This is an optimization exercise on Yosys and OpenROAD, whose aim is small area and a short achievable clock period, not a production implementation. At most, simulation tests tie the RTL to the original design; equivalence was not proved. No functional check of the RTL was part of run 5. The clock port is modelled as an ideal driver; clocking choices that lean on that would not hold on a real chip. Power figures rest on the tool's default switching activity, not on a simulated workload.

File: flow/config.mk
export PLATFORM = sky130hd
export DESIGN_NAME = isp_top
export DESIGN_NICKNAME = isp_top
export VERILOG_FILES = /design/flow/design.v
export SDC_FILE = /design/flow/constraint.sdc
export NUM_CORES = 4
export LEC_CHECK = 0
export CAP_MARGIN = 20
export CORE_MARGIN = 2
export CORE_UTILIZATION = 60
export SLEW_MARGIN = 20
File: flow/constraint.sdc
create_clock -name core_clock -period 16.0 [get_ports {pixel_clk}]
set_input_delay 3.2000 -clock core_clock [delete_from_list [all_inputs] [get_ports {pixel_clk}]]
set_output_delay 3.2000 -clock core_clock [all_outputs]
set_load 0.01 [all_outputs]
File: flow/design.v
package isp_video_pkg;
    localparam int PIX_WIDTH  = 10;
    localparam int IMG_WIDTH  = 16;
    localparam int IMG_HEIGHT = 8;
    typedef logic [PIX_WIDTH-1:0]           pix_t;
    typedef logic [$clog2(IMG_WIDTH)-1:0]   col_t;
    typedef logic [$clog2(IMG_HEIGHT)-1:0]  row_t;
    typedef logic [PIX_WIDTH+3:0]           sum_t;
    typedef struct packed {
        pix_t data;
        logic user;
        logic last;
        logic valid;
    } pix_beat_t;
    typedef struct packed {
        pix_t p00;
        pix_t p01;
        pix_t p02;
        pix_t p10;
        pix_t p11;
        pix_t p12;
        pix_t p20;
        pix_t p21;
        pix_t p22;
        logic user;
        logic last;
        logic valid;
    } win3x3_t;
endpackage
package isp_ctrl_pkg;
    typedef logic [9:0] thresh_t;
    typedef struct packed {
        logic    dpc_en;
        thresh_t dpc_threshold;
        logic    gauss_en;
    } isp_cfg_t;
endpackage
`timescale 1ns/1ps
module isp_window_3x3
#(
    parameter int DEPTH = 34
)
(
    input  logic                  pixel_clk,
    input  logic                  shift,
    input  logic [9:0]            pix_in,
    output logic [DEPTH:1][9:0]   dl
);
    always_ff @(posedge pixel_clk)
    begin
        if (shift)
            dl <= {dl[DEPTH-1:1], pix_in};
    end
endmodule
`timescale 1ns/1ps
module isp_dpc
(
    input  logic       dpc_en,
    input  logic [9:0] dpc_threshold,
    input  logic       top_ok,
    input  logic       left_ok,
    input  logic       ctr_above,
    input  logic [9:0] p00,
    input  logic [9:0] p01,
    input  logic [9:0] p02,
    input  logic [9:0] p10,
    input  logic [9:0] p11,
    input  logic [9:0] p12,
    input  logic [9:0] p20,
    input  logic [9:0] p21,
    input  logic [9:0] p22,
    output logic [9:0] mid
);
    logic [9:0] q01;
    logic [9:0] q10;
    logic [7:0][9:0] nb;
    logic [7:0] nb_ok;
    logic [11:0] orth_sum;
    assign q01 = p01 & {10{top_ok}};
    assign q10 = p10 & {10{left_ok}};
    assign nb    = {p00, q01, p02, q10, p12, p20, p21, p22};
    assign nb_ok = {top_ok && left_ok, 1'b1, top_ok, 1'b1, 1'b1, left_ok, 1'b1, 1'b1};
    logic [9:0]  t;
    logic [9:0]  lim;
    logic        lim_bad;
    logic [5:0]  lc;
    logic [5:0]  lc0, lc1;
    logic [4:0]  lu0, lu1;
    assign t = dpc_threshold ^ {10{ctr_above}};
    always_comb
    begin
        lc[0] = ctr_above;
        for (int b = 0; b < 5; b++)
        begin
            lim[b]  = p11[b] ^ t[b] ^ lc[b];
            lc[b+1] = (p11[b] & t[b]) | (p11[b] & lc[b]) | (t[b] & lc[b]);
        end
        lc0[0] = 1'b0;
        lc1[0] = 1'b1;
        for (int b = 0; b < 5; b++)
        begin
            lu0[b]   = p11[b+5] ^ t[b+5] ^ lc0[b];
            lc0[b+1] = (p11[b+5] & t[b+5]) | (p11[b+5] & lc0[b]) | (t[b+5] & lc0[b]);
            lu1[b]   = p11[b+5] ^ t[b+5] ^ lc1[b];
            lc1[b+1] = (p11[b+5] & t[b+5]) | (p11[b+5] & lc1[b]) | (t[b+5] & lc1[b]);
        end
        lim[9:5] = lc[5] ? lu1 : lu0;
        lim_bad  = (lc[5] ? lc1[5] : lc0[5]) ^ ctr_above;
    end
    logic [9:0] x;
    logic [7:0][10:0] cy;
    logic [7:0] pass;
    assign x = ~lim;
    always_comb
    begin
        for (int i = 0; i < 8; i++)
        begin
            cy[i][0] = ctr_above;
            for (int b = 0; b < 10; b++)
                cy[i][b+1] = (nb[i][b] & x[b]) | (nb[i][b] & cy[i][b]) | (x[b] & cy[i][b]);
            if (nb_ok[i])
                pass[i] = cy[i][10] ^ ctr_above;
            else
                pass[i] = ctr_above && (|lim);
        end
    end
    logic [11:0] cs_s1, cs_k1, cs_s2, cs_k2;
    logic [6:0]  cs_r;
    logic [6:0]  cs_h0, cs_h1;
    logic [5:0]  cs_u0, cs_u1;
    always_comb
    begin
        cs_s1 = '0;
        cs_k1 = '0;
        cs_s2 = '0;
        cs_k2 = '0;
        for (int b = 0; b < 10; b++)
        begin
            cs_s1[b]   = q01[b] ^ q10[b] ^ p12[b];
            cs_k1[b+1] = (q01[b] & q10[b]) | (q01[b] & p12[b]) | (q10[b] & p12[b]);
        end
        for (int b = 0; b < 11; b++)
        begin
            cs_s2[b]   = cs_s1[b] ^ cs_k1[b] ^ (b < 10 ? p21[b] : 1'b0);
            cs_k2[b+1] = (cs_s1[b] & cs_k1[b]) | ((cs_s1[b] | cs_k1[b]) & (b < 10 ? p21[b] : 1'b0));
        end
        cs_r[0] = 1'b0;
        for (int b = 0; b < 6; b++)
        begin
            orth_sum[b] = cs_s2[b] ^ cs_k2[b] ^ cs_r[b];
            cs_r[b+1]   = (cs_s2[b] & cs_k2[b]) | (cs_s2[b] & cs_r[b]) | (cs_k2[b] & cs_r[b]);
        end
        cs_h0[0] = 1'b0;
        cs_h1[0] = 1'b1;
        for (int b = 0; b < 6; b++)
        begin
            cs_u0[b]   = cs_s2[b+6] ^ cs_k2[b+6] ^ cs_h0[b];
            cs_h0[b+1] = (cs_s2[b+6] & cs_k2[b+6]) | (cs_s2[b+6] & cs_h0[b]) | (cs_k2[b+6] & cs_h0[b]);
            cs_u1[b]   = cs_s2[b+6] ^ cs_k2[b+6] ^ cs_h1[b];
            cs_h1[b+1] = (cs_s2[b+6] & cs_k2[b+6]) | (cs_s2[b+6] & cs_h1[b]) | (cs_k2[b+6] & cs_h1[b]);
        end
        orth_sum[11:6] = cs_r[6] ? cs_u1 : cs_u0;
    end
    assign mid = (dpc_en && (&pass) && !lim_bad)
               ? orth_sum[11:2] : p11;
endmodule
`timescale 1ns/1ps
module isp_gauss
(
    input  logic        gauss_en,
    input  logic [9:0]  m_top,       
    input  logic [9:0]  m_mid,       
    input  logic [9:0]  m_new,       
    input  logic [11:0] v_c1,        
    input  logic [11:0] v_c2,        
    input  logic [9:0]  m_ctr,       
    output logic [11:0] v_c0,        
    output logic [9:0]  out
);
    logic [11:0] vs, vk;
    logic [13:0] as, ak, bs, bk, hs, hk;
    logic [13:0] total;
    logic [12:0] vr;
    logic [7:0]  lo_c;
    logic [6:0]  hi0, hi1;
    logic [7:0]  hc0, hc1;
    logic [10:0] va, vb, vc;
    logic [12:0] bc;
    assign va = {1'b0, m_top};
    assign vb = {m_mid, 1'b0};
    assign vc = {1'b0, m_new};
    assign bc = {v_c1, 1'b0};
    always_comb
    begin
        vs = '0;
        vk = '0;
        for (int i = 0; i < 11; i++)
        begin
            vs[i]   = va[i] ^ vb[i] ^ vc[i];
            vk[i+1] = (va[i] & vb[i]) | (va[i] & vc[i]) | (vb[i] & vc[i]);
        end
        vr[0] = 1'b0;
        for (int i = 0; i < 12; i++)
        begin
            v_c0[i] = vs[i] ^ vk[i] ^ vr[i];
            vr[i+1] = (vs[i] & vk[i]) | (vs[i] & vr[i]) | (vk[i] & vr[i]);
        end
        as = '0;
        ak = '0;
        for (int i = 0; i < 12; i++)
        begin
            as[i]   = vs[i] ^ vk[i] ^ v_c2[i];
            ak[i+1] = (vs[i] & vk[i]) | (vs[i] & v_c2[i]) | (vk[i] & v_c2[i]);
        end
        bs = '0;
        bk = '0;
        for (int i = 0; i < 13; i++)
        begin
            bs[i]   = as[i] ^ ak[i] ^ bc[i];
            bk[i+1] = (as[i] & ak[i]) | (as[i] & bc[i]) | (ak[i] & bc[i]);
        end
        hs = bs;
        hk = bk;
        lo_c[0] = 1'b0;
        for (int i = 0; i < 7; i++)
        begin
            total[i]  = hs[i] ^ hk[i] ^ lo_c[i];
            lo_c[i+1] = (hs[i] & hk[i]) | (hs[i] & lo_c[i]) | (hk[i] & lo_c[i]);
        end
        hc0[0] = 1'b0;
        hc1[0] = 1'b1;
        for (int i = 0; i < 7; i++)
        begin
            hi0[i]   = hs[i+7] ^ hk[i+7] ^ hc0[i];
            hc0[i+1] = (hs[i+7] & hk[i+7]) | (hs[i+7] & hc0[i]) | (hk[i+7] & hc0[i]);
            hi1[i]   = hs[i+7] ^ hk[i+7] ^ hc1[i];
            hc1[i+1] = (hs[i+7] & hk[i+7]) | (hs[i+7] & hc1[i]) | (hk[i+7] & hc1[i]);
        end
        total[13:7] = lo_c[7] ? hi1 : hi0;
    end
    assign out = gauss_en ? total[13:4] : m_ctr;
endmodule
`timescale 1ns/1ps
module isp_top
(
    input  logic    pixel_clk,
    input  logic    rst_n,
    input  isp_video_pkg::pix_t    s_axis_tdata,
    input  logic    s_axis_tuser,
    input  logic    s_axis_tlast,
    input  logic    s_axis_tvalid,
    output logic    s_axis_tready,
    output isp_video_pkg::pix_t    m_axis_tdata,
    output logic    m_axis_tuser,
    output logic    m_axis_tlast,
    output logic    m_axis_tvalid,
    input  logic    m_axis_tready,
    input  logic    dpc_en,
    input  isp_ctrl_pkg::thresh_t dpc_threshold,
    input  logic    gauss_en
);
    localparam int W = 16;
    logic adv;
    logic take;
    logic [9:0] thr;
    logic ctr_above;
    logic [9:0] m_data;
    logic m_last, m_valid;
    logic m_c1, m_c2, m_r1, m_r2;
    logic m_user, m_ok;
    logic nt_c1, nt_c2, nt_r1, nt_r2;
    logic cur_c1, cur_c2, cur_r1, cur_r2;
    logic [2*W+2:1][9:0] dl_in;
    logic [2*W:1][9:0] dl_m;
    logic [9:0] dpc_mid;
    logic [11:0] v_c0, v_c1, v_c2;
    logic [9:0] smooth;
    logic [9:0] out_data;
    logic out_user, out_last, out_valid;
    assign adv           = m_axis_tready;
    assign s_axis_tready = m_axis_tready;
    assign take          = adv && s_axis_tvalid;
    always_ff @(posedge pixel_clk)
        thr <= dpc_threshold;
    always_ff @(posedge pixel_clk or negedge rst_n)
    begin
        if (!rst_n)
        begin
            m_valid   <= 1'b0;
            out_valid <= 1'b0;
        end
        else if (adv)
        begin
            m_valid   <= s_axis_tvalid;
            out_valid <= m_valid;
        end
    end
    assign nt_c1 = !m_last;
    assign nt_c2 = !m_last && m_c1;
    assign nt_r1 = m_last || m_r1;
    assign nt_r2 = m_last ? m_r1 : m_r2;
    assign cur_c1 = nt_c1 && !s_axis_tuser;
    assign cur_c2 = nt_c2 && !s_axis_tuser;
    assign cur_r1 = nt_r1 && !s_axis_tuser;
    assign cur_r2 = nt_r2 && !s_axis_tuser;
    isp_window_3x3 #(.DEPTH(2*W+2)) u_dl_in (
        .pixel_clk (pixel_clk),
        .shift     (take),
        .pix_in    (s_axis_tdata),
        .dl        (dl_in)
    );
    isp_dpc u_dpc (
        .dpc_en        (dpc_en),
        .dpc_threshold (thr),
        .top_ok        (nt_r2),
        .left_ok       (nt_c2),
        .ctr_above     (ctr_above),
        .p00 (dl_in[2*W+2]),
        .p01 (dl_in[2*W+1]),
        .p02 (dl_in[2*W]),
        .p10 (dl_in[W+2]),
        .p11 (dl_in[W+1]),
        .p12 (dl_in[W]),
        .p20 (dl_in[2]),
        .p21 (dl_in[1]),
        .p22 (s_axis_tdata),
        .mid (dpc_mid)
    );
    always_ff @(posedge pixel_clk)
    begin
        if (take)
            ctr_above <= dl_in[W] > dl_in[W-1];
    end
    always_ff @(posedge pixel_clk)
    begin
        if (take)
        begin
            m_data <= dpc_mid & {10{cur_r1 && cur_c1}};
            m_last <= s_axis_tlast;
            m_c1   <= cur_c1;
            m_c2   <= cur_c2;
            m_r1   <= cur_r1;
            m_r2   <= cur_r2;
            v_c1   <= v_c0;
            v_c2   <= v_c1;
        end
    end
    assign m_user = !m_r1 && !m_c1;
    assign m_ok   = m_r1 && m_c1;
    isp_window_3x3 #(.DEPTH(2*W)) u_dl_m (
        .pixel_clk (pixel_clk),
        .shift     (take),
        .pix_in    (m_data),
        .dl        (dl_m)
    );
    isp_gauss u_gauss (
        .gauss_en (gauss_en),
        .m_top    (dl_m[2*W] & {10{m_r2}}),
        .m_mid    (dl_m[W]),
        .m_new    (m_data),
        .v_c1     (v_c1),
        .v_c2     (v_c2 & {12{m_c2}}),
        .m_ctr    (dl_m[W+1]),
        .v_c0     (v_c0),
        .out      (smooth)
    );
    always_ff @(posedge pixel_clk)
    begin
        if (adv)
        begin
            out_data <= smooth & {10{m_ok}};
            out_user <= m_user;
            out_last <= m_last;
        end
    end
    assign m_axis_tdata  = out_data;
    assign m_axis_tuser  = out_user;
    assign m_axis_tlast  = out_last;
    assign m_axis_tvalid = out_valid;
endmodule
File: flow/flow/run.sh
#!/bin/bash
# Layout flow: the standard ORFS flow (standard.sh) with three changes.
#  - ABC maps the logic with an area-oriented script (abc_area_nf.script) in
#    place of ORFS's abc_speed.script; ORFS's scripts are copied to a local
#    folder and only that one file is replaced.
#  - repair_timing (floorplan, CTS and global-route stages) aims at a setup
#    slack of SETUP_SLACK_MARGIN ns, optimising towards a shorter period
#    than the 16 ns the design is constrained and signed off at.
#  - a leaner clock tree: larger sink clusters, clkbuf_8, no dummy loads.
#  - port buffers are buf_1 (repair upsizes those on critical paths).
# Each tool's output goes to the ORFS logs under orfs/logs; make's output
# goes to standard.log.
set -euo pipefail
rm -rf scripts_local
cp -r "$FLOW_HOME/scripts" scripts_local
cp flow/abc_area_nf.script scripts_local/abc_speed.script
export SETUP_SLACK_MARGIN=9.6
export CTS_ARGS="-sink_clustering_enable -repair_clock_nets -sink_clustering_size 18 -sink_clustering_max_diameter 80 -buf_list sky130_fd_sc_hd__clkbuf_8 -dont_use_dummy_load"
export BUFFER_PORTS_ARGS="-buffer_cell sky130_fd_sc_hd__buf_1"
bash standard.sh SCRIPTS_DIR="$PWD/scripts_local" finish > standard.log 2>&1
File: flow/flow/abc_area_nf.script
&get -n
&st
&dc2
&dch -f
&nf -R 1000
&put
topo
stime -c
File: flow/standard.sh
#!/bin/bash
# synth_recipe.tcl (not shown) runs the flow's synth.tcl, then flattens the netlist and writes it again
# the make line also repeats each setting of config.mk as NAME=value (left out here)
make -C /OpenROAD-flow-scripts/flow DESIGN_CONFIG=/design/flow/config.mk WORK_HOME=/design/flow/orfs CLKGATE_MAP_FILE= SYNTH_SCRIPT=/design/flow/synth_recipe.tcl "${@:-finish}"
==> metrics.yaml, run 1 <==
status: "timing/DRC/antenna clean"
drc: 0
ys_types: 39
dpl.hpwl_um: 23300
place.gp.congestion: 0.856
path_max_fanout: 2
dp.cells: 1814
grt_util_all_layers_pct: 17.5
fin_setup_tns_ns: 0
cts-hold-fix-buffers: 0
clkPwrFrac_pct: 23.5
stdcell_count: 1868
cp-end-kind: "output pin"
layout_min_cycle_time_ns: 6.70
io_pins: 42
setup_viol: 0
antenna_cells: 0
utilization_pct: 64.9
ys_warn_count: 5
maxSlewHeadroom_pct: 31.2
p_per_area_mw_per_mm2: 119
via_per_inst: 5.61
cts_tree: "yes"
synth_top_area_share_pct: 83.4
hold_path_class: "register to register"
synthTopCellsByArea: "edfxtp_1 83%, fa_1 5.3%, ha_1 1.5%, clkinv_1 1.1%, and2_0 0.88%"
fin_nets: 1458
multiInputGateArea_mm2: 0.00372
cts-buffers-inserted: 46
yosysSeqAreaShare_pct: 84.4
first_pass_iters: 4
p_comb_share_pct: 9.1
grt_antenna_before_repair: 0
drv_slew: 0
required_ns: 12.80
overflow: 0
clkTransAtPathRegs_ns: 0.10
cts_root_buffer: "clkbuf_8"
vias: 10500
fin_crit_sh_pct: 41.9
hp-start: "u_dl_in.dl[249]$_DFFE_PP_"
worstMarginPinSlew_ns: 1.03
cts_max_level: 2
max_freq_mhz: 149
fin_worst_skew_ns: 0.0531
swShare_pct: 22.2
hold_viol_final: 0
synthesis.nets: 1348
reg2reg_from: "m_r2$_DFFE_PP_"
rows: 75
die_y_um: 211
synth_cells: 1221
power_switching_w: 0.000723
yosys_register_bits: 724
drive_gt1_share_pct: 5.34
rsz0062_at_grt: "yes"
clkLatencyLatePin_ns: 0.66
initial_core_util_pct: 61.0
wl_per_cell_um: 20.2
cp_data_arrival_time_ns: 3.50
syn2layout_area_growth_pct: 6.46
fp.dieW_um: 211
cts_sinks: 724
worst_slack_ns: 9.30
avgSynthCellArea_um2: 21.0
p_leak_nw: 8.82
max_cap_viol_count: 0
startpoint_type: "input pin"
regArea_mm2: 0.0216
intPower_w: 0.00254
fillers: 2824
clock_path_buffers: 3
dieArea_mm2: 0.0444
grt_pass1_vias: 10300
crit_type: "input pin to output pin"
ant_nets: 0
grt_pass1_wl_um: 58100
syn_area_mm2: 0.0256
grt_max_degree: 188
drtIter0Drc: 828
peakVddDrop_mv: 0.0878
yosysTopAreaCell: "edfxtp_1"
portBuffers: 41
pre_cts_slack_ns: 9.08
design.core.area_mm2: 0.0420
worstSetupStartpoint: "m_axis_tready"
p_seq_share_pct: 67.4
routed_wl_um: 37700
Yosys cell counts:
cell type,instances
o221ai_1,7
a221o_1,4
nand3_1,4
buf_4,1
nand4_1,5
dfxtp_1,10
mux2i_1,2
xnor2_1,15
nor3b_1,1
fa_1,68
o211ai_1,1
a21oi_1,37
xor2_1,16
o221a_1,1
ha_1,31
a222oi_1,1
a22oi_1,20
a22o_1,1
mux2_1,3
o22a_1,1
a2bb2oi_1,1
nand2_1,22
o21ai_0,36
a31oi_1,2
clkinv_1,76
and2_0,36
dfrtp_1,2
edfxtp_1,712
o21bai_1,4
nor2_1,48
or2_0,5
o2111ai_1,1
a221oi_1,10
o21a_1,1
a21o_1,1
and4_1,1
o22ai_1,22
a211oi_1,8
nor2b_1,4
power groups by stage:
stage	clock network, W	registers [W]	logic, W
floorplan	0	0.00224	0.000215
global placement	0	0.00224	0.000289
detailed placement	0	0.00224	0.000296
CTS	0.000811	0.00220	0.000298
global route	0.000866	0.00221	0.000338
finish	0.000766	0.00220	0.000296
flip-flops by register name (all words and copies together), names as in the netlist, 10 cells and up:
register,flops
u_dl_in.dl,340
v_c1,12
u_dl_m.dl,320
out_data,10
thr,10
m_data,10
v_c2,12
metrics by stage:
stage	power (W)	area [um^2]	hold WS, ns
after floorplan	0.00246	25600	0.400
after global placement	0.00253	26600	0.400
after detailed placement	0.00254	26600	0.405
after CTS	0.00331	27200	0.403
after global routing	0.00341	27300	0.405
final	0.00326	27300	0.410
cell usage in the layout (no fill, tap or decap), drive strengths merged, types with 22 or more instances in the layout:
cell and count:
clkinv 76, buf 63, and2 36, o22ai 22, fa 68, o21ai 36
edfxtp 712, ha 31, nand2 22, clkbuf 46, a21oi 37, nor2 48
worst max-delay path, stage by stage:
cell	delay (ns)
buf_1	0.08
buf_6	0.11
buf_6	0.11
final cells by class:
class	instances	area share, %
clock buffer	46	2.32
sequential	724	79.3
timing repair buffer	63	1.27
inverter	76	1.05
multi-input combinational	420	13.6
tap	539	2.47
logic make-up after synthesis:
logic type	share of synthesized area, %
flops	84.4
compound gates	3.99
simple gates	2.39
fa+ha+maj	6.82
buf+inv	1.14
xor+xnor	1.06
mux	0.210
final timing paths:
kind / end / slack [ns] / cells past startpoint
min in group asynchronous: out_valid$_DFFE_PN0P_ / 2.36 / 1
worst min register to register: u_dl_in.dl[259]$_DFFE_PP_ / 0.41 / 0
worst max register to register: out_data[9]$_DFFE_PP_ / 10.27 / 22
max in group asynchronous: m_valid$_DFFE_PN0P_ / 13.51 / 1
worst min-delay path: u_dl_in.dl[259]$_DFFE_PP_ / 0.41 / 0
worst max-delay path: s_axis_tready / 9.30 / 3
what timing repair did:
action,4_1_cts,5_1_grt
setup buffers,3,5
pin swaps,1,0
endpoints found under the setup margin,11,12
gates resized for setup,4,0
routing by layer:
metal  GRT usage [%]  wire length (um)  vias up
li1                -                 -     4854
met1            27.1             18100     5357
met2            25.6             16900      211
met3            3.08              1650       58
met4            6.34              1010        0
met5               0                 0        -
==> run 2: changes to the inputs <==
--- a/flow/flow/run.sh
+++ b/flow/flow/run.sh
@@ -1,3 +1,3 @@
 #!/bin/bash
-# Layout flow: the standard ORFS flow (standard.sh) with three changes.
+# Layout flow: the standard ORFS flow (standard.sh) with these changes.
 #  - ABC maps the logic with an area-oriented script (abc_area_nf.script) in
@@ -10,2 +10,4 @@
 #  - port buffers are buf_1 (repair upsizes those on critical paths).
+#  - after CTS, s_axis_tready's output buffer is driven straight from
+#    m_axis_tready's input buffer (post_cts.tcl, ft_eco.tcl).
 # Each tool's output goes to the ORFS logs under orfs/logs; make's output
@@ -16,5 +18,6 @@
 cp flow/abc_area_nf.script scripts_local/abc_speed.script
-export SETUP_SLACK_MARGIN=9.6
-export CTS_ARGS="-sink_clustering_enable -repair_clock_nets -sink_clustering_size 18 -sink_clustering_max_diameter 80 -buf_list sky130_fd_sc_hd__clkbuf_8 -dont_use_dummy_load"
+export SETUP_SLACK_MARGIN=9.4
+export CTS_ARGS="-sink_clustering_enable -repair_clock_nets -sink_clustering_size 15 -sink_clustering_max_diameter 70 -buf_list sky130_fd_sc_hd__clkbuf_8 -dont_use_dummy_load"
 export BUFFER_PORTS_ARGS="-buffer_cell sky130_fd_sc_hd__buf_1"
+export POST_CTS_TCL="$PWD/flow/post_cts.tcl"
 bash standard.sh SCRIPTS_DIR="$PWD/scripts_local" finish > standard.log 2>&1
==> flow/flow/ft_eco.tcl (new file) <==
# Feed-through ECO: drive s_axis_tready's output buffer straight from
# m_axis_tready's input buffer, so the path between the two ports is just
# those two buffers, and size both for speed.
proc ft_eco {{icell sky130_fd_sc_hd__buf_4} {ocell sky130_fd_sc_hd__buf_4}} {
  set in_net [get_nets m_axis_tready]
  set out_net [get_nets s_axis_tready]
  set ibuf_pin [lindex [get_pins -of_objects $in_net -filter "direction==input"] 0]
  set obuf_pin [lindex [get_pins -of_objects $out_net -filter "direction==output"] 0]
  if {$ibuf_pin eq "" || $obuf_pin eq ""} { puts "ft_eco: ports not buffered, skipped"; return }
  set ibuf [get_cells -of_objects $ibuf_pin]
  set obuf [get_cells -of_objects $obuf_pin]
  set ibuf_out [lindex [get_pins -of_objects $ibuf -filter "direction==output"] 0]
  set obuf_in [lindex [get_pins -of_objects $obuf -filter "direction==input"] 0]
  set src_net [get_nets -of_objects $ibuf_out]
  set cur_net [get_nets -of_objects $obuf_in]
  puts "ft_eco: input buffer [get_full_name $ibuf] ([get_property $ibuf ref_name]) net [get_full_name $src_net]"
  puts "ft_eco: output buffer [get_full_name $obuf] ([get_property $obuf ref_name]) net [get_full_name $cur_net]"
  if {[get_full_name $src_net] ne [get_full_name $cur_net]} {
    disconnect_pin $cur_net $obuf_in
    connect_pin $src_net $obuf_in
    puts "ft_eco: reconnected output buffer to [get_full_name $src_net]"
  }
  replace_cell $ibuf $icell
  replace_cell $obuf $ocell
}
==> flow/flow/post_cts.tcl (new file) <==
# POST_CTS hook: the feed-through ECO (ft_eco.tcl), then legalise placement.
source [file join [file dirname [info script]] ft_eco.tcl]
ft_eco sky130_fd_sc_hd__buf_6 sky130_fd_sc_hd__buf_4
detailed_placement
check_placement -verbose
estimate_parasitics -placement
==> run 2 against run 1 <==
Largest cell class unchanged; largest power group unchanged; first-iteration DRC count increased by 13%; worst hold slack got worse by 0.0088 ns; still clean; clock power increased by 8.0%.
==> metrics.yaml, run 2 <==
cts_sinks: 724  # unchanged
synth_top_area_share_pct: 83.4  # unchanged
synth_common_cells: "712 x edfxtp_1, 76 x clkinv_1, 68 x fa_1, 48 x nor2_1, 37 x a21oi_1"  # unchanged
status: "timing/DRC/antenna clean"  # unchanged
p_per_area_mw_per_mm2: 121  # was 119 mW/mm^2
wl_per_cell_um: 20.1  # was 20.2 um
final_common_cell: "edfxtp_1"  # unchanged
grt_antenna_before_repair: 2  # was 0
hold_path_class: "register to register"  # unchanged
overflow: 0  # unchanged
path_buf_inv: 2  # was 3
routed_wl_um: 37600  # was 37,700 um
layout_min_cycle_time_ns: 6.61  # was 6.70 ns
design.core.area_mm2: 0.0420  # unchanged
dieArea_mm2: 0.0444  # unchanged
power_switching_w: 0.000735  # was 0.000723 W
rows: 75  # unchanged
avgSynthCellArea_um2: 21.0  # unchanged
crit_chain: "buf_8 > buf_6"  # was buf_1 > buf_6 > buf_6
syn_area_mm2: 0.0256  # unchanged
synthFlopType: "edfxtp_1"  # unchanged
synth_edf_count: 712  # unchanged
grt_max_degree: 212  # was 188
dpl.hpwl_um: 22800  # was 23,300 um
antenna_cells: 0  # unchanged
first_pass_iters: 5  # was 4
yosysTopAreaCell: "edfxtp_1"  # unchanged
drc: 0  # unchanged
synth_cells: 1221  # unchanged
setup_viol: 0  # unchanged
fin_nets: 1459  # was 1,458
yosysSeqAreaShare_pct: 84.4  # unchanged
synth_most_common_cell: "edfxtp_1"  # unchanged
cp_slowest_stage_delay_ns: 0.11  # about the same
initial_core_util_pct: 61.0  # unchanged
reg_top3: "u_dl_in.dl: 340 flops, u_dl_m.dl: 320 flops"  # unchanged
ys_warn_count: 5  # unchanged
clkTransAtPathRegs_ns: 0.09  # was 0.10 ns
layout_common_cells: "712 x edfxtp_1, 76 x clkinv_1, 68 x fa_1"  # unchanged
portBuffers: 41  # unchanged
fp.dieW_um: 211  # unchanged
drtIter0Drc: 938  # was 828
yosys_register_bits: 724  # unchanged
syn2layout_area_growth_pct: 6.75  # was 6.46%
fin_setup_tns_ns: 0  # unchanged
crit_type: "input pin to output pin"  # unchanged
grt_pass1_wl_um: 58200  # was 58,100 um
regMostFlops: "u_dl_in.dl"  # unchanged
rsz0062_at_grt: "yes"  # unchanged
p_leak_nw: 8.85  # was 8.82 nW
fillers: 2892  # was 2,824
place.gp.congestion: 0.834  # was 0.856
ant_nets: 0  # unchanged
path_max_fanout: 2  # unchanged
cp-end-kind: "output pin"  # unchanged
startpoint_type: "input pin"  # unchanged
hold_slack_ns: 0.401  # was 0.410 ns
drive_gt1_share_pct: 5.41  # was 5.34%
ys_types: 39  # unchanged
swShare_pct: 22.1  # was 22.2%
cts_tree: "yes"  # unchanged
async_flop_share_pct: 0.276  # unchanged
p_comb_share_pct: 8.8  # was 9.1%
intPower_w: 0.00258  # was 0.00254 W
maxSlewHeadroom_pct: 26.7  # was 31.2%
drv_slew: 0  # unchanged
max_freq_mhz: 151  # was 149 MHz
grt_util_all_layers_pct: 17.5  # about the same
max_cap_viol_count: 0  # unchanged
fin_crit_sh_pct: 41.3  # was 41.9%
cp_slowest_cell: "buf_6"  # unchanged
hold_viol_final: 0  # unchanged
clkPwrFrac_pct: 24.9  # was 23.5%
cp_data_arrival_time_ns: 3.41  # was 3.50 ns
grt_pass1_vias: 10400  # was 10,300
worstMarginPinSlew_ns: 1.09  # was 1.03 ns
vias: 10500  # about the same
largest_reg_flops: 340  # unchanged
synthTopCellsByArea: "edfxtp_1 83%, fa_1 5.3%, ha_1 1.5%, clkinv_1 1.1%, and2_0 0.88%"  # unchanged
total_power_w: 0.00332  # was 0.00326 W
clkLatencyLatePin_ns: 0.66  # about the same
p_seq_share_pct: 66.3  # was 67.4%
die_y_um: 211  # unchanged
io_pins: 42  # unchanged
peakVddDrop_mv: 0.0800  # was 0.0878 mV
via_per_inst: 5.63  # was 5.61
synthesis.nets: 1348  # unchanged
path_delay_family: "buffers and inverters"  # unchanged
fin_worst_skew_ns: 0.0279  # was 0.0531 ns
required_ns: 12.80  # about the same
[run 2: changes by cell type in the layout (fill, tap and decap cells not counted), sizes merged]
cell / before / now
clkbuf: 46 / 55
buf: 63 / 55
[run 2: cell families (layout without fill, tap and decap cells)]
group,count (synthesis),in the layout,share of synthesized area [%]
mux,5,5,0.210
compound gates,159,159,3.99
xor+xnor,31,31,1.06
buf+inv,77,186,1.14
fa+ha+maj,99,99,6.82
flops,724,724,84.4
simple gates,126,126,2.39
[run 2: cell type report]
| type | instances | area (um^2) | share of cell area [%] |
|---|---|---|---|
| repair buffers | 55 | 303 | 1.11 |
| multi-input cells | 420 | 3710 | 13.6 |
| inverters | 76 | 285 | 1.04 |
| clock buffers | 55 | 757 | 2.77 |
| well taps | 539 | 674 | 2.46 |
| flip-flops and latches | 724 | 21600 | 79.1 |
[run 2: stage by stage]
stage / utilization [%] / area, um^2 / std cells / setup WS, ns
6_report: 65.1 / 27400 / 1869 / 9.39
5_1_grt: 65.1 / 27400 / 1869 / 9.39
3_5_place_dp: 63.2 / 26600 / 1812 / 8.60
3_3_place_gp: 63.2 / 26600 / 1812 / 8.68
2_1_floorplan: - / 25600 / 1221 / 7.52
[run 2: final timing paths]
path                                          startpoint  slack (ns)  cells past startpoint                        to
worst max-delay path                       m_axis_tready        9.39                      2             s_axis_tready
worst min-delay path            u_dl_m.dl[194]$_DFFE_PP_        0.40                      0  u_dl_m.dl[204]$_DFFE_PP_
worst max register to register            m_r2$_DFFE_PP_        9.94                     22     out_data[9]$_DFFE_PP_
worst min register to register  u_dl_m.dl[194]$_DFFE_PP_        0.40                      0  u_dl_m.dl[204]$_DFFE_PP_
max in group asynchronous                          rst_n       13.53                      1       m_valid$_DFFE_PN0P_
min in group asynchronous                          rst_n        2.34                      1     out_valid$_DFFE_PN0P_
[run 2: layer usage]
layer  track usage (%)  wire length (um)  vias to the layer above
met5                 0                 0                        -
met4              6.12               977                        0
met3              2.75              1480                       65
met2              25.7             17000                      202
met1              27.3             18100                     5409
li1                  -                 -                     4853
[run 2: power by group through the flow]
stage	combinational (W)	sequential [W]	clock [W]
6_report	0.000293	0.00220	0.000827
5_1_grt	0.000335	0.00221	0.000929
3_5_place_dp	0.000295	0.00224	0
3_3_place_gp	0.000287	0.00224	0
2_1_floorplan	0.000215	0.00224	0
==> run 3: changes to the inputs <==
--- a/flow/config.mk
+++ b/flow/config.mk
@@ -9,3 +9,4 @@
 export CORE_MARGIN = 2
-export CORE_UTILIZATION = 60
+export CORE_UTILIZATION = 75
+export PLACE_DENSITY = 0.75
 export SLEW_MARGIN = 20
==> run 3 against run 2 <==
Clock power shrank 2%; synthesized cell count stayed put; routed wire length grew 3.9%; highest routed layer unchanged; sequential power hardly changed; count of clock-buffer cells in the layout down 1; clock skew up 0.0077 ns; global-route usage up 5.3 points; via count rose by 2.3%; critical path type unchanged; area after synthesis unchanged; worst hold slack got worse by 0.020 ns; cell count is 4.9% lower; power is 0.15% lower.
==> metrics.yaml, run 3 <==
status: "timing/DRC/antenna clean"  # unchanged
utilization_pct: 81.1  # was 65.1%
fin_nets: 1458  # was 1,459
total_power_w: 0.00331  # was 0.00332 W
multiInputGateArea_mm2: 0.00374  # was 0.00371 mm^2
synthesis.nets: 1348  # unchanged
p_leak_nw: 8.85  # about the same
intPower_w: 0.00258  # about the same
p_comb_share_pct: 9.2  # was 8.8%
hp-start: "u_dl_in.dl[30]$_DFFE_PP_"  # was u_dl_m.dl[194]$_DFFE_PP_
antenna_cells: 0  # unchanged
via_per_inst: 6.06  # was 5.63
clkLatencyLatePin_ns: 0.64  # was 0.66 ns
layout_min_cycle_time_ns: 6.61  # about the same
hold_path_class: "register to register"  # unchanged
path_delay_family: "buffers and inverters"  # unchanged
ant_nets: 0  # unchanged
worstMarginPinSlew_ns: 1.10  # was 1.09 ns
power_switching_w: 0.000732  # was 0.000735 W
wl_met2_um: 18600  # was 17,000 um
hold_viol_final: 0  # unchanged
drive_gt1_share_pct: 5.49  # was 5.41%
synth_common_cells: "712 x edfxtp_1, 76 x clkinv_1, 68 x fa_1, 48 x nor2_1, 37 x a21oi_1"  # unchanged
drc: 0  # unchanged
grt_antenna_before_repair: 0  # was 2
rows: 67  # was 75
synth_cells: 1221  # unchanged
regMostFlops: "u_dl_in.dl"  # unchanged
pre_cts_slack_ns: 9.08  # was 8.60 ns
setup_viol: 0  # unchanged
fin_worst_skew_ns: 0.0357  # was 0.0279 ns
fin_crit_sh_pct: 41.3  # about the same
path_max_fanout: 2  # unchanged
peakVddDrop_mv: 0.105  # was 0.0800 mV
p_per_area_mw_per_mm2: 122  # was 121 mW/mm^2
die_y_um: 189  # was 211 um
max_cap_viol_count: 0  # unchanged
cts_tree: "yes"  # unchanged
swShare_pct: 22.1  # about the same
dpl.hpwl_um: 24500  # was 22,800 um
reg_top3: "u_dl_in.dl: 340 flops, u_dl_m.dl: 320 flops"  # unchanged
path_buf_inv: 2  # unchanged
place.gp.congestion: 0.903  # was 0.834
wl_met3_um: 2680  # was 1480 um
initial_core_util_pct: 76.3  # was 61.0%
fin_setup_tns_ns: 0  # unchanged
portBuffers: 41  # unchanged
synth_most_common_cell: "edfxtp_1"  # unchanged
clkTransAtPathRegs_ns: 0.08  # was 0.09 ns
yosysTopAreaCell: "edfxtp_1"  # unchanged
io_pins: 42  # unchanged
largest_reg_flops: 340  # unchanged
grt_pass1_wl_um: 59800  # was 58,200 um
synth_top_area_share_pct: 83.4  # unchanged
maxSlewHeadroom_pct: 27.0  # was 26.7%
final_common_cell: "edfxtp_1"  # unchanged
cp_slowest_cell: "buf_6"  # unchanged
synthTopCellsByArea: "edfxtp_1 83%, fa_1 5.3%, ha_1 1.5%, clkinv_1 1.1%, and2_0 0.88%"  # unchanged
drtIter0Drc: 1157  # was 938
routedLengthMet1_um: 17000  # was 18,100 um
synth_edf_count: 712  # unchanged
layout_common_cells: "712 x edfxtp_1, 76 x clkinv_1, 68 x fa_1"  # unchanged
grt_pass1_vias: 10700  # was 10,400
avgSynthCellArea_um2: 21.0  # unchanged
worst_slack_ns: 9.39  # about the same
ys_types: 39  # unchanged
yosys_register_bits: 724  # unchanged
routed_wl_um: 39000  # was 37,600 um
overflow: 0  # unchanged
syn2layout_area_growth_pct: 6.38  # was 6.75%
max_freq_mhz: 151  # about the same
cp_slowest_stage_delay_ns: 0.11  # about the same
grt_max_degree: 214  # was 212
vias: 10800  # was 10,500
highest_layer: "met4"  # unchanged
design.core.area_mm2: 0.0336  # was 0.0420 mm^2
dieArea_mm2: 0.0357  # was 0.0444 mm^2
syn_area_mm2: 0.0256  # unchanged
startpoint_type: "input pin"  # unchanged
cts_sinks: 724  # unchanged
reg2reg_from: "m_r2$_DFFE_PP_"  # unchanged
yosysSeqAreaShare_pct: 84.4  # unchanged
wl_per_cell_um: 22.0  # was 20.1 um
required_ns: 12.80  # about the same
fillers: 1554  # was 2,892
fp.dieW_um: 189  # was 211 um
drv_slew: 0  # unchanged
synthFlopType: "edfxtp_1"  # unchanged
rsz0062_at_grt: "yes"  # unchanged
async_flop_share_pct: 0.276  # unchanged
clkPwrFrac_pct: 24.4  # was 24.9%
ys_warn_count: 5  # unchanged
regArea_mm2: 0.0216  # unchanged
cp_data_arrival_time_ns: 3.41  # about the same
cp-end-kind: "output pin"  # unchanged
worstSetupStartpoint: "m_axis_tready"  # unchanged
crit_type: "input pin to output pin"  # unchanged
grt_util_all_layers_pct: 22.8  # was 17.5%
first_pass_iters: 6  # was 5
crit_chain: "buf_8 > buf_6"  # unchanged
p_seq_share_pct: 66.4  # was 66.3%
==> run 3: changes by cell type in the layout (fill, tap and decap cells not counted) <==
cell      before  now
clkbuf_8      55   54
xor2_1        16   15
xnor2_4        0    1
xnor2_1       15   14
buf_4         12   10
buf_6          1    3
xor2_2         0    1
==> run 3: logic make-up after synthesis <==
kind of cell	share of synthesized area (%)
flip-flops	84.4
AND/OR/NAND/NOR	2.39
AO/OA/AOI/OAI	3.99
buffers and inverters	1.14
XOR/XNOR	1.06
adder cells (fa/ha/maj)	6.82
multiplexers	0.210
==> run 3: through the flow <==
| step | cells | hold WS (ns) | instance area (um^2) |
|---|---|---|---|
| finish | 1777 | 0.381 | 27300 |
| global route | 1777 | 0.379 | 27300 |
| detailed placement | 1720 | 0.405 | 26500 |
| global placement | 1720 | 0.400 | 26500 |
| floorplan | 1221 | 0.400 | 25600 |
==> run 3: power by group through the flow <==
stage	sequential [W]	combinational [W]	clock (W)
after global placement	0.00224	0.000281	0
final	0.00220	0.000305	0.000808
after floorplan	0.00224	0.000215	0
after detailed placement	0.00224	0.000301	0
after global routing	0.00221	0.000340	0.000898
==> run 3: metal layers <==
layer  global-route usage (%)  vias up
met5                        0        -
met2                     35.1      383
met4                     6.04        0
met1                     35.0     5481
li1                         -     4851
met3                     4.28       54
==> run 3: worst paths after layout <==
kind | end | slack, ns | cells past startpoint
min in group asynchronous | out_valid$_DFFE_PN0P_ | 2.33 | 1
setup / recovery | s_axis_tready | 9.39 | 2
max in group asynchronous | m_valid$_DFFE_PN0P_ | 13.53 | 1
hold / removal | u_dl_in.dl[40]$_DFFE_PP_ | 0.38 | 0
hold reg to reg | u_dl_in.dl[40]$_DFFE_PP_ | 0.38 | 0
setup reg to reg | out_data[8]$_DFFE_PP_ | 9.78 | 21
==> run 3: final cells by class <==
class / instances / area share, %
clock buffer: 54 / 2.73
timing repair buffer: 55 / 1.14
inverter: 76 / 1.05
sequential: 724 / 79.3
tap: 448 / 2.06
multi-input combinational: 420 / 13.7
==> run 4: changes to the inputs <==
--- a/flow/flow/run.sh
+++ b/flow/flow/run.sh
@@ -12,2 +12,3 @@
 #    m_axis_tready's input buffer (post_cts.tcl, ft_eco.tcl).
+#  - net fanout is capped at 40 before repair_design (pre_resize.tcl).
 # Each tool's output goes to the ORFS logs under orfs/logs; make's output
@@ -22,2 +23,3 @@
 export POST_CTS_TCL="$PWD/flow/post_cts.tcl"
+export PRE_RESIZE_TCL="$PWD/flow/pre_resize.tcl"
 bash standard.sh SCRIPTS_DIR="$PWD/scripts_local" finish > standard.log 2>&1
==> flow/flow/pre_resize.tcl (new file) <==
# PRE_RESIZE hook: cap net fanout so repair_design splits the enable nets
# (several hundred flip-flop enable pins) into smaller buffered nets.
set_max_fanout 40 [current_design]
--- a/flow/config.mk
+++ b/flow/config.mk
@@ -9,4 +9,3 @@
 export CORE_MARGIN = 2
-export CORE_UTILIZATION = 75
-export PLACE_DENSITY = 0.75
+export CORE_UTILIZATION = 60
 export SLEW_MARGIN = 20
==> run 4 against run 3 <==
Highest routed layer unchanged; still clean on timing, DRC and antenna; cell area grew 0.83%; utilization is 16 points lower; via count decreased by 1.3%; critical path type unchanged; sequential power hardly changed; critical path depth did not move; die area increased by 24%; area after synthesis is the same; synthesized cell count is the same; clock skew fell by 0.0076 ns; first-iteration DRC count fell by 20%; largest power group unchanged.
==> metrics.yaml, run 4 <==
status: "timing/DRC/antenna clean"  # unchanged
path_buf_inv: 2  # unchanged
layout_min_cycle_time_ns: 6.61  # about the same
cp_data_arrival_time_ns: 3.41  # about the same
max_cap_viol_count: 0  # unchanged
grt_antenna_before_repair: 1  # was 0
cp_slowest_stage_delay_ns: 0.11  # about the same
path_delay_family: "buffers and inverters"  # unchanged
largest_reg_flops: 340  # unchanged
drc: 0  # unchanged
layout_common_cells: "712 x edfxtp_1, 76 x clkinv_1, 68 x fa_1"  # unchanged
drtIter0Drc: 920  # was 1,157
hold_path_class: "register to register"  # unchanged
setup_viol: 0  # unchanged
ys_warn_count: 5  # unchanged
dieArea_mm2: 0.0444  # was 0.0357 mm^2
first_pass_iters: 5  # was 6
reg_top3: "u_dl_in.dl: 340 flops, u_dl_m.dl: 320 flops"  # unchanged
yosysTopAreaCell: "edfxtp_1"  # unchanged
p_leak_nw: 8.97  # was 8.85 nW
rsz0062_at_grt: "yes"  # unchanged
die_y_um: 211  # was 189 um
wl_per_cell_um: 20.4  # was 22.0 um
antenna_cells: 0  # unchanged
required_ns: 12.80  # about the same
crit_type: "input pin to output pin"  # unchanged
hold_viol_final: 0  # unchanged
crit_chain: "buf_8 > buf_6"  # unchanged
maxSlewHeadroom_pct: 29.7  # was 27.0%
whs_path_depth: 0  # unchanged
r2r_slack_ns: 9.97  # was 9.78 ns
regMostFlops: "u_dl_in.dl"  # unchanged
ys_types: 39  # unchanged
path_max_fanout: 4  # was 2
hp-start: "u_dl_m.dl[3]$_DFFE_PP_"  # was u_dl_in.dl[30]$_DFFE_PP_
worstSetupStartpoint: "m_axis_tready"  # unchanged
synth_most_common_cell: "edfxtp_1"  # unchanged
synth_common_cells: "712 x edfxtp_1, 76 x clkinv_1, 68 x fa_1, 48 x nor2_1, 37 x a21oi_1"  # unchanged
synthFlopType: "edfxtp_1"  # unchanged
fp.dieW_um: 211  # was 189 um
drv_slew: 0  # unchanged
clkLatencyLatePin_ns: 0.65  # was 0.64 ns
clkTransAtPathRegs_ns: 0.09  # was 0.08 ns
max_freq_mhz: 151  # about the same
ant_nets: 0  # unchanged
yosysSeqAreaShare_pct: 84.4  # unchanged
peakVddDrop_mv: 0.0793  # was 0.105 mV
synth_cells: 1221  # unchanged
synthTopCellsByArea: "edfxtp_1 83%, fa_1 5.3%, ha_1 1.5%, clkinv_1 1.1%, and2_0 0.88%"  # unchanged
cp-end-kind: "output pin"  # unchanged
grt_util_all_layers_pct: 18.0  # was 22.8%
ff2ff_path_depth: 22  # was 21
grt_max_degree: 41  # was 214
fin_worst_skew_ns: 0.0280  # was 0.0357 ns
grt_pass1_wl_um: 59700  # was 59,800 um
portBuffers: 41  # unchanged
fin_nets: 1482  # was 1,458
cts_sinks: 724  # unchanged
syn2layout_area_growth_pct: 7.26  # was 6.38%
grt_pass1_vias: 10600  # was 10,700
place.gp.congestion: 0.834  # was 0.903
avgSynthCellArea_um2: 21.0  # unchanged
routed_wl_um: 38600  # was 39,000 um
overflow: 0  # unchanged
drive_gt1_share_pct: 6.95  # was 5.49%
synthesis.nets: 1348  # unchanged
cp_slowest_cell: "buf_6"  # unchanged
r2r_end: "out_data[9]$_DFFE_PP_"  # was out_data[8]$_DFFE_PP_
synth_edf_count: 712  # unchanged
cts_tree: "yes"  # unchanged
vias: 10600  # was 10,800
via_per_inst: 5.62  # was 6.06
startpoint_type: "input pin"  # unchanged
design.core.area_mm2: 0.0420  # was 0.0336 mm^2
fin_crit_sh_pct: 41.3  # about the same
initial_core_util_pct: 61.0  # was 76.3%
fin_setup_tns_ns: 0  # unchanged
yosys_register_bits: 724  # unchanged
p_per_area_mw_per_mm2: 121  # was 122 mW/mm^2
worstMarginPinSlew_ns: 1.05  # was 1.10 ns
final_common_cell: "edfxtp_1"  # unchanged
io_pins: 42  # unchanged
total_power_w: 0.00333  # was 0.00331 W
async_flop_share_pct: 0.276  # unchanged
dpl.hpwl_um: 24300  # was 24,500 um
synth_top_area_share_pct: 83.4  # unchanged
rows: 75  # was 67
reg2reg_from: "m_r2$_DFFE_PP_"  # unchanged
hold_end: "u_dl_m.dl[13]$_DFFE_PP_"  # was u_dl_in.dl[40]$_DFFE_PP_
syn_area_mm2: 0.0256  # unchanged
## run 4: cell counts after synthesis
No cell type changed its count.
## run 4: cells by family after synthesis
group                      Yosys count  synth area share (%)
adders and majority gates           99                  6.82
muxes                                5                 0.210
AOI/OAI and AO/OA                  159                  3.99
DFF                                724                  84.4
and+or+nand+nor                    126                  2.39
buffers and inverters               77                  1.14
xor gates and xnor gates            31                  1.06
## run 4: final cells by class
cell class / count / area, um^2
tap: 539 / 674
clock buffer: 55 / 757
inverter: 76 / 285
timing repair buffer: 78 / 435
fill: 2879 / 14500
multi-input combinational: 420 / 3710
sequential: 724 / 21600
## run 4: per-stage QoR
step           cell area [um^2]  instances  setup WS [ns]  hold slack [ns]  utilization [%]
2_1_floorplan             25600       1221           7.52            0.400                -
6_report                  27500       1892           9.39            0.406             65.4
3_3_place_gp              26600       1812           8.68            0.401             63.2
5_1_grt                   27500       1892           9.38            0.410             65.4
3_5_place_dp              26700       1831           7.91            0.405             63.4
## run 4: worst max-delay path by stage
| stage | endpoint | slack (ns) | depth (start not counted) |
|---|---|---|---|
| after global placement | s_axis_tready | 8.68 | 2 |
| after floorplan | ctr_above$_DFFE_PP_ | 7.52 | 1 |
| after detailed placement | u_dl_in.dl[86]$_DFFE_PP_ | 7.91 | 8 |
| after global routing | s_axis_tready | 9.38 | 2 |
| final | s_axis_tready | 9.39 | 2 |
## run 4: worst reg2reg max path, delay by kind of cell (launching register included)
family	cells	cell delay (ns)
AO/OA/AOI/OAI	9	1.27
adder cells (fa/ha/maj)	6	2.83
buffers and inverters	2	0.14
flip-flops	1	0.73
AND/OR/NAND/NOR	5	0.79
## run 4: where the power goes
part | internal [W] | total (W) | switching (W)
Combinational | 0.000114 | 0.000297 | 0.000183
Clock | 0.000307 | 0.000833 | 0.000526
Sequential | 0.00217 | 0.00220 | 0.0000332
## run 4: per-layer routing
| layer | global-route usage, % | routed length [um] |
|---|---|---|
| met5 | 0 | 0 |
| met4 | 6.36 | 989 |
| met3 | 2.90 | 1540 |
| met2 | 26.6 | 17500 |
| met1 | 27.9 | 18600 |
==> run 5: changes to the inputs <==
--- a/flow/design.v
+++ b/flow/design.v
@@ -182,3 +182,3 @@
     logic [13:0] total;
-    logic [12:0] vr;
+    logic [6:0]  vr;
     logic [7:0]  lo_c;
@@ -188,2 +188,7 @@
     logic [12:0] bc;
+    logic [12:0] ac, cc;
+    logic [6:0]  vq0, vq1;
+    logic [5:0]  vu0, vu1;
+    assign ac = {1'b0, v_c2};
+    assign cc = {1'b0, v_c0};
     assign va = {1'b0, m_top};
@@ -202,3 +207,3 @@
         vr[0] = 1'b0;
-        for (int i = 0; i < 12; i++)
+        for (int i = 0; i < 6; i++)
         begin
@@ -207,18 +212,19 @@
         end
-        as = '0;
-        ak = '0;
-        for (int i = 0; i < 12; i++)
+        vq0[0] = 1'b0;
+        vq1[0] = 1'b1;
+        for (int i = 0; i < 6; i++)
         begin
-            as[i]   = vs[i] ^ vk[i] ^ v_c2[i];
-            ak[i+1] = (vs[i] & vk[i]) | (vs[i] & v_c2[i]) | (vk[i] & v_c2[i]);
+            vu0[i]   = vs[i+6] ^ vk[i+6] ^ vq0[i];
+            vq0[i+1] = (vs[i+6] & vk[i+6]) | (vs[i+6] & vq0[i]) | (vk[i+6] & vq0[i]);
+            vu1[i]   = vs[i+6] ^ vk[i+6] ^ vq1[i];
+            vq1[i+1] = (vs[i+6] & vk[i+6]) | (vs[i+6] & vq1[i]) | (vk[i+6] & vq1[i]);
         end
-        bs = '0;
-        bk = '0;
+        v_c0[11:6] = vr[6] ? vu1 : vu0;
+        hs = '0;
+        hk = '0;
         for (int i = 0; i < 13; i++)
         begin
-            bs[i]   = as[i] ^ ak[i] ^ bc[i];
-            bk[i+1] = (as[i] & ak[i]) | (as[i] & bc[i]) | (ak[i] & bc[i]);
+            hs[i]   = ac[i] ^ bc[i] ^ cc[i];
+            hk[i+1] = (ac[i] & bc[i]) | (ac[i] & cc[i]) | (bc[i] & cc[i]);
         end
-        hs = bs;
-        hk = bk;
         lo_c[0] = 1'b0;
==> run 5 against run 4 <==
Still clean on timing, DRC and antenna; sequential power is essentially flat; cell count rose by 0.53%; critical path depth stayed put; power rose by 0.27%; sequential share of layout area is 0.20 points higher; fmax rose by 0.17%; worst hold slack worse by 0.043 ns; synthesized cell count rose by 0.90%; clock skew increased by 0.020 ns; largest cell class unchanged; highest routed layer unchanged.
==> metrics.yaml, run 5 <==
cp_data_arrival_time_ns: 3.40  # was 3.41 ns
cp_slowest_cell: "buf_6"  # unchanged
p_leak_nw: 8.90  # was 8.97 nW
synthTopCellsByArea: "edfxtp_1 84%, fa_1 4.2%, ha_1 1.9%, clkinv_1 1.3%, and2_0 0.91%"  # was edfxtp_1 83%, fa_1 5.3%, ha_1 1.5%, clkinv_1 1.1%, and2_0 0.88%
synth_top_area_share_pct: 83.7  # was 83.4%
syn2layout_area_growth_pct: 7.36  # was 7.26%
p_per_area_mw_per_mm2: 122  # was 121 mW/mm^2
first_pass_iters: 5  # unchanged
drtIter0Drc: 901  # was 920
hp-start: "u_dl_in.dl[83]$_DFFE_PP_"  # was u_dl_m.dl[3]$_DFFE_PP_
max_cap_viol_count: 0  # unchanged
yosys_register_bits: 724  # unchanged
dieArea_mm2: 0.0442  # was 0.0444 mm^2
grt_pass1_wl_um: 59400  # was 59,700 um
avgSynthCellArea_um2: 20.7  # was 21.0 um^2
worst_slack_ns: 9.40  # was 9.39 ns
hold_viol_final: 0  # unchanged
synth_most_common_cell: "edfxtp_1"  # unchanged
grt_pass1_vias: 10600  # about the same
antenna_cells: 0  # unchanged
path_max_fanout: 2  # was 4
design.core.area_mm2: 0.0419  # was 0.0420 mm^2
synth_edf_count: 712  # unchanged
grt_util_all_layers_pct: 17.9  # was 18.0%
stdcell_count: 1902  # was 1,892
synth_cells: 1232  # was 1,221
async_flop_share_pct: 0.276  # unchanged
ys_warn_count: 5  # unchanged
fin_setup_tns_ns: 0  # unchanged
drive_gt1_share_pct: 7.19  # was 6.95%
initial_core_util_pct: 60.9  # was 61.0%
worstMarginPinSlew_ns: 0.935  # was 1.05 ns
synthFlopType: "edfxtp_1"  # unchanged
cts_sinks: 724  # unchanged
portBuffers: 41  # unchanged
regArea_mm2: 0.0216  # unchanged
crit_type: "input pin to output pin"  # unchanged
r2r_end: "out_data[9]$_DFFE_PP_"  # unchanged
whs_path_depth: 0  # unchanged
cp_slowest_stage_delay_ns: 0.11  # about the same
grt_antenna_before_repair: 0  # was 1
layout_min_cycle_time_ns: 6.60  # was 6.61 ns
vias: 10600  # about the same
crit_chain: "buf_6 > buf_6"  # was buf_8 > buf_6
dpl.hpwl_um: 24000  # was 24,300 um
fin_worst_skew_ns: 0.0476  # was 0.0280 ns
routed_wl_um: 38700  # was 38,600 um
grt_max_degree: 41  # unchanged
place_area_mm2: 0.0266  # was 0.0267 mm^2
fin_crit_sh_pct: 41.3  # about the same
ys_types: 39  # unchanged
place.gp.congestion: 0.760  # was 0.834
cp_common_cell: "buf_6"
reg2reg_from: "m_r2$_DFFE_PP_"  # unchanged
max_freq_mhz: 151  # about the same
reg_top3: "u_dl_in.dl: 340 flops, u_dl_m.dl: 320 flops"  # unchanged
yosysTopAreaCell: "edfxtp_1"  # unchanged
clkLatencyLatePin_ns: 0.67  # was 0.65 ns
rsz0062_at_grt: "yes"  # unchanged
required_ns: 12.80  # about the same
wl_per_cell_um: 20.4  # about the same
total_power_w: 0.00334  # was 0.00333 W
maxSlewHeadroom_pct: 37.6  # was 29.7%
drv_slew: 0  # unchanged
drc: 0  # unchanged
overflow: 0  # unchanged
regMostFlops: "u_dl_in.dl"  # unchanged
pre_cts_slack_ns: 7.68  # was 7.91 ns
r2r_slack_ns: 9.78  # was 9.97 ns
peakVddDrop_mv: 0.0862  # was 0.0793 mV
setup_viol: 0  # unchanged
cp-end-kind: "output pin"  # unchanged
clkTransAtPathRegs_ns: 0.08  # was 0.09 ns
ant_nets: 0  # unchanged
syn_area_mm2: 0.0255  # was 0.0256 mm^2
startpoint_type: "input pin"  # unchanged
grtUsageMet1_pct: 27.5  # was 27.9%
ff2ff_path_depth: 27  # was 22
synth_common_cells: "712 x edfxtp_1, 87 x clkinv_1, 60 x nor2_1, 53 x fa_1, 38 x ha_1"  # was 712 x edfxtp_1, 76 x clkinv_1, 68 x fa_1, 48 x nor2_1, 37 x a21oi_1
hold_end: "u_dl_in.dl[93]$_DFFE_PP_"  # was u_dl_m.dl[13]$_DFFE_PP_
rows: 75  # unchanged
hold_path_class: "register to register"  # unchanged
die_y_um: 210  # was 211 um
cts_tree: "yes"  # unchanged
final_cell_area_mm2: 0.0274  # was 0.0275 mm^2
met3_usage_pct: 2.95  # was 2.90%
status: "timing/DRC/antenna clean"  # unchanged
grtUsageMet2_pct: 27.1  # was 26.6%
fp.dieW_um: 210  # was 211 um
final_common_cell: "edfxtp_1"  # unchanged
fillers: 2866  # was 2,879
gr-max-usage-layer: "met1"  # unchanged
io_pins: 42  # unchanged
multiInputGateArea_mm2: 0.00360  # was 0.00371 mm^2
fin_nets: 1484  # was 1,482
path_delay_family: "buffers and inverters"  # unchanged
yosysSeqAreaShare_pct: 84.7  # was 84.4%
via_per_inst: 5.56  # was 5.62
dp.cells: 1843  # was 1,831
path_buf_inv: 2  # unchanged
largest_reg_flops: 340  # unchanged
layout_common_cells: "712 x edfxtp_1, 87 x clkinv_1, 59 x nor2_1"  # was 712 x edfxtp_1, 76 x clkinv_1, 68 x fa_1
synthesis.nets: 1351  # was 1,348
## run 5: cell types whose count changed in the layout (fill, tap and decap cells not counted), moves of 4 or more
cell / delta
fa_1: -16
o21ai_0: -12
clkinv_1: +11
nor2_1: +11
buf_2: -9
ha_1: +7
maj3_1: +7
buf_4: +5
o221ai_1: +5
a211oi_1: +4
a21oi_1: -4
a221o_1: -4
clkbuf_4: +4
## run 5: layout make-up
class / instances / share of cell area (%)
multi-input cells: 420 / 13.1
repair buffers: 77 / 1.57
inverters: 87 / 1.19
clock buffers: 55 / 2.76
flip-flops and latches: 724 / 78.9
well taps: 539 / 2.46
## run 5: how the worst max path moves through the flow
stage / from / cells after the start / end / slack [ns]
2_1_floorplan: m_axis_tready / 1 / ctr_above$_DFFE_PP_ / 7.52
3_3_place_gp: m_axis_tready / 5 / u_dl_in.dl[37]$_DFFE_PP_ / 8.46
3_5_place_dp: m_axis_tready / 8 / u_dl_m.dl[129]$_DFFE_PP_ / 7.68
5_1_grt: m_axis_tready / 2 / s_axis_tready / 9.39
6_report: m_axis_tready / 2 / s_axis_tready / 9.40
## run 5: metrics by stage
step	utilization (%)	hold WS, ns
2_1_floorplan	-	0.400
3_3_place_gp	63.2	0.401
3_5_place_dp	63.4	0.405
5_1_grt	65.4	0.365
6_report	65.4	0.362
## run 5: cells by family after synthesis
kind of cell    share of synthesized area (%)
compound gates                           3.72
xor+xnor                                 1.13
fa+ha+maj                                6.29
buf+inv                                  1.31
flops                                    84.7
mux                                     0.289
simple gates                             2.58
## run 5: report_power, final
part           total (W)  switching, W  internal, W
logic           0.000310      0.000191     0.000119
registers        0.00220     0.0000330      0.00217
clock network   0.000828      0.000522     0.000307
## run 5: routing by layer
layer	wire length (um)	part of all wire, %
met3	1460	3.8
met4	734	1.9
met1	18800	48
met5	0	0
met2	17800	46
==> run 6: changes to the inputs <==
--- a/flow/design.v
+++ b/flow/design.v
@@ -180,3 +180,3 @@
     logic [11:0] vs, vk;
-    logic [13:0] as, ak, bs, bk, hs, hk;
+    logic [13:0] hs, hk;
     logic [13:0] total;
==> run 6 against run 5 <==
Global-route usage unchanged; cell count unchanged; first-iteration DRC count unchanged; cell area unchanged; sequential power about the same; flip-flop and latch count unchanged; non-clock buffer count unchanged; worst setup slack unchanged; clock power about the same; routed wire length unchanged; count of clock-buffer cells in the layout unchanged; largest power group unchanged.
==> metrics.yaml, run 6 <==
die_y_um: 210  # unchanged
reg_top3: "u_dl_in.dl: 340 flops, u_dl_m.dl: 320 flops"  # unchanged
path_max_fanout: 2  # unchanged
p_comb_share_pct: 9.3  # about the same
worstSetupStartpoint: "m_axis_tready"  # unchanged
drtIter0Drc: 901  # unchanged
ys_warn_count: 5  # unchanged
synth_cells: 1232  # unchanged
yosysSeqAreaShare_pct: 84.7  # unchanged
design.core.area_mm2: 0.0419  # unchanged
layout_min_cycle_time_ns: 6.60  # unchanged
synth_most_common_cell: "edfxtp_1"  # unchanged
routedLengthMet1_um: 18800  # unchanged
max_cap_viol_count: 0  # unchanged
required_ns: 12.80  # about the same
hp-start: "u_dl_in.dl[83]$_DFFE_PP_"  # unchanged
drv_slew: 0  # unchanged
rsz0062_at_grt: "yes"  # unchanged
largest_reg_flops: 340  # unchanged
synthFlopType: "edfxtp_1"  # unchanged
crit_chain: "buf_6 > buf_6"  # unchanged
synthTopCellsByArea: "edfxtp_1 84%, fa_1 4.2%, ha_1 1.9%, clkinv_1 1.3%, and2_0 0.91%"  # unchanged
clkPwrFrac_pct: 24.8  # about the same
wl_met2_um: 17800  # unchanged
intPower_w: 0.00259  # unchanged
wl_met3_um: 1460  # unchanged
routed_wl_um: 38700  # unchanged
rows: 75  # unchanged
wl_per_cell_um: 20.4  # unchanged
cts_tree: "yes"  # unchanged
async_flop_share_pct: 0.276  # unchanged
fp.dieW_um: 210  # unchanged
highest_layer: "met4"  # unchanged
fin_setup_tns_ns: 0  # unchanged
maxSlewHeadroom_pct: 37.6  # unchanged
syn_area_mm2: 0.0255  # unchanged
overflow: 0  # unchanged
hold_viol_final: 0  # unchanged
path_buf_inv: 2  # unchanged
cp-end-kind: "output pin"  # unchanged
yosys_register_bits: 724  # unchanged
cts_sinks: 724  # unchanged
p_seq_share_pct: 65.9  # about the same
fillers: 2866  # unchanged
cp_common_cell: "buf_6"  # unchanged
cp_slowest_stage_delay_ns: 0.11  # about the same
avgSynthCellArea_um2: 20.7  # unchanged
synthesis.nets: 1351  # unchanged
power_switching_w: 0.000746  # unchanged
final_common_cell: "edfxtp_1"  # unchanged
grt_pass1_wl_um: 59400  # unchanged
status: "timing/DRC/antenna clean"  # unchanged
dpl.hpwl_um: 24000  # unchanged
p_per_area_mw_per_mm2: 122  # unchanged
synth_common_cells: "712 x edfxtp_1, 87 x clkinv_1, 60 x nor2_1, 53 x fa_1, 38 x ha_1"  # unchanged
regMostFlops: "u_dl_in.dl"  # unchanged
io_pins: 42  # unchanged
startpoint_type: "input pin"  # unchanged
clkTransAtPathRegs_ns: 0.08  # about the same
first_pass_iters: 5  # unchanged
hold_slack_ns: 0.362  # unchanged
crit_type: "input pin to output pin"  # unchanged
vias: 10600  # unchanged
max_freq_mhz: 151  # unchanged
grt_max_degree: 41  # unchanged
fin_crit_sh_pct: 41.3  # unchanged
synth_top_area_share_pct: 83.7  # unchanged
place_area_mm2: 0.0266  # unchanged
grt_util_all_layers_pct: 17.9  # unchanged
grt_antenna_before_repair: 0  # unchanged
setup_viol: 0  # unchanged
drive_gt1_share_pct: 7.19  # unchanged
initial_core_util_pct: 60.9  # unchanged
via_per_inst: 5.56  # unchanged
fin_nets: 1484  # unchanged
drc: 0  # unchanged
layout_common_cells: "712 x edfxtp_1, 87 x clkinv_1, 59 x nor2_1"  # unchanged
grt_pass1_vias: 10600  # unchanged
place.gp.congestion: 0.760  # unchanged
utilization_pct: 65.4  # unchanged
clkLatencyLatePin_ns: 0.67  # about the same
dieArea_mm2: 0.0442  # unchanged
ys_types: 39  # unchanged
peakVddDrop_mv: 0.0862  # unchanged
worstMarginPinSlew_ns: 0.935  # unchanged
syn2layout_area_growth_pct: 7.36  # unchanged
hold_path_class: "register to register"  # unchanged
final_cell_area_mm2: 0.0274  # unchanged
cp_data_arrival_time_ns: 3.40  # about the same
reg2reg_from: "m_r2$_DFFE_PP_"  # unchanged
portBuffers: 41  # unchanged
antenna_cells: 0  # unchanged
fin_worst_skew_ns: 0.0476  # unchanged
swShare_pct: 22.4  # unchanged
ant_nets: 0  # unchanged
p_leak_nw: 8.90  # unchanged
path_delay_family: "buffers and inverters"  # unchanged
cp_slowest_cell: "buf_6"  # unchanged
yosysTopAreaCell: "edfxtp_1"  # unchanged
synth_edf_count: 712  # unchanged
[run 6: final cells by class]
class / count / area, um^2 / area share [%]
flip-flops and latches: 724 / 21600 / 78.9
multi-input cells: 420 / 3600 / 13.1
clock buffers: 55 / 757 / 2.76
well taps: 539 / 674 / 2.46
repair buffers: 77 / 432 / 1.57
inverters: 87 / 327 / 1.19
[run 6: cells by family after synthesis]
logic type / after synthesis / synth area share, %
mux: 7 / 0.289
compound gates: 144 / 3.72
simple gates: 138 / 2.58
buf+inv: 88 / 1.31
fa+ha+maj: 98 / 6.29
xor+xnor: 33 / 1.13
flops: 724 / 84.7
[run 6: through the flow]
stage	power, W	worst slack [ns]	instances
2_1_floorplan	0.00247	7.52	1232
3_3_place_gp	0.00254	8.46	1825
5_1_grt	0.00348	9.39	1902
3_5_place_dp	0.00255	7.68	1843
6_report	0.00334	9.40	1902
[run 6: worst paths after layout]
check                                           end  slack (ns)  depth (start not counted)
max                                   s_axis_tready        9.40                          2
min in group asynchronous     out_valid$_DFFE_PN0P_        2.33                          1
max reg2reg                   out_data[9]$_DFFE_PP_        9.78                         27
min reg2reg                u_dl_in.dl[93]$_DFFE_PP_        0.36                          0
min                        u_dl_in.dl[93]$_DFFE_PP_        0.36                          0
max in group asynchronous       m_valid$_DFFE_PN0P_       13.55                          1
[run 6: power by group through the flow]
| stage | Sequential (W) | Clock [W] | Combinational [W] |
|---|---|---|---|
| floorplan | 0.00224 | 0 | 0.000224 |
| global placement | 0.00224 | 0 | 0.000300 |
| detailed placement | 0.00224 | 0 | 0.000310 |
| finish | 0.00220 | 0.000828 | 0.000310 |
| global route | 0.00221 | 0.000925 | 0.000353 |
[run 6: metal layers]
metal / GRT usage [%] / vias to the layer above
met2: 27.1 / 168
met1: 27.5 / 5433
met5: 0 / -
met3: 2.95 / 57
met4: 5.53 / 0
li1: - / 4922

-- separate check: timing with driven ports --
The results above use ideal ports. As a check the final layouts listed here were re-extracted and re-timed, cells and wires unchanged.
Step 1 assumes that a clkbuf_16 drives the clock port and a buf_2 every other input.
Step 2 also shifts input and output timing later by t, the mid clock arrival at the registers, as if the neighbouring blocks saw the same clock.
Three values: no drivers, after step 1, after step 2; two values: the first two.
run | shift t [ns] | slack for setup (ns) | worst register clock-pin slew, ns | worst slew at a driven data input, ns
run 1 | 0.684 | 9.299 / 9.277 / 9.277 | 0.12 / 0.12 | 0.06
run 2 | 0.692 | 9.392 / 9.351 / 9.166 | 0.10 / 0.10 | 0.07
run 3 | 0.668 | 9.389 / 9.345 / 9.247 | 0.10 / 0.10 | 0.06
run 4 | 0.693 | 9.386 / 9.345 / 9.171 | 0.10 / 0.10 | 0.06
run 5 | 0.679 | 9.398 / 9.363 / 9.022 | 0.10 / 0.10 | 0.06
run 6 | 0.679 | 9.398 / 9.363 / 9.022 | 0.10 / 0.10 | 0.06
After both steps setup and hold are still met in every run listed.
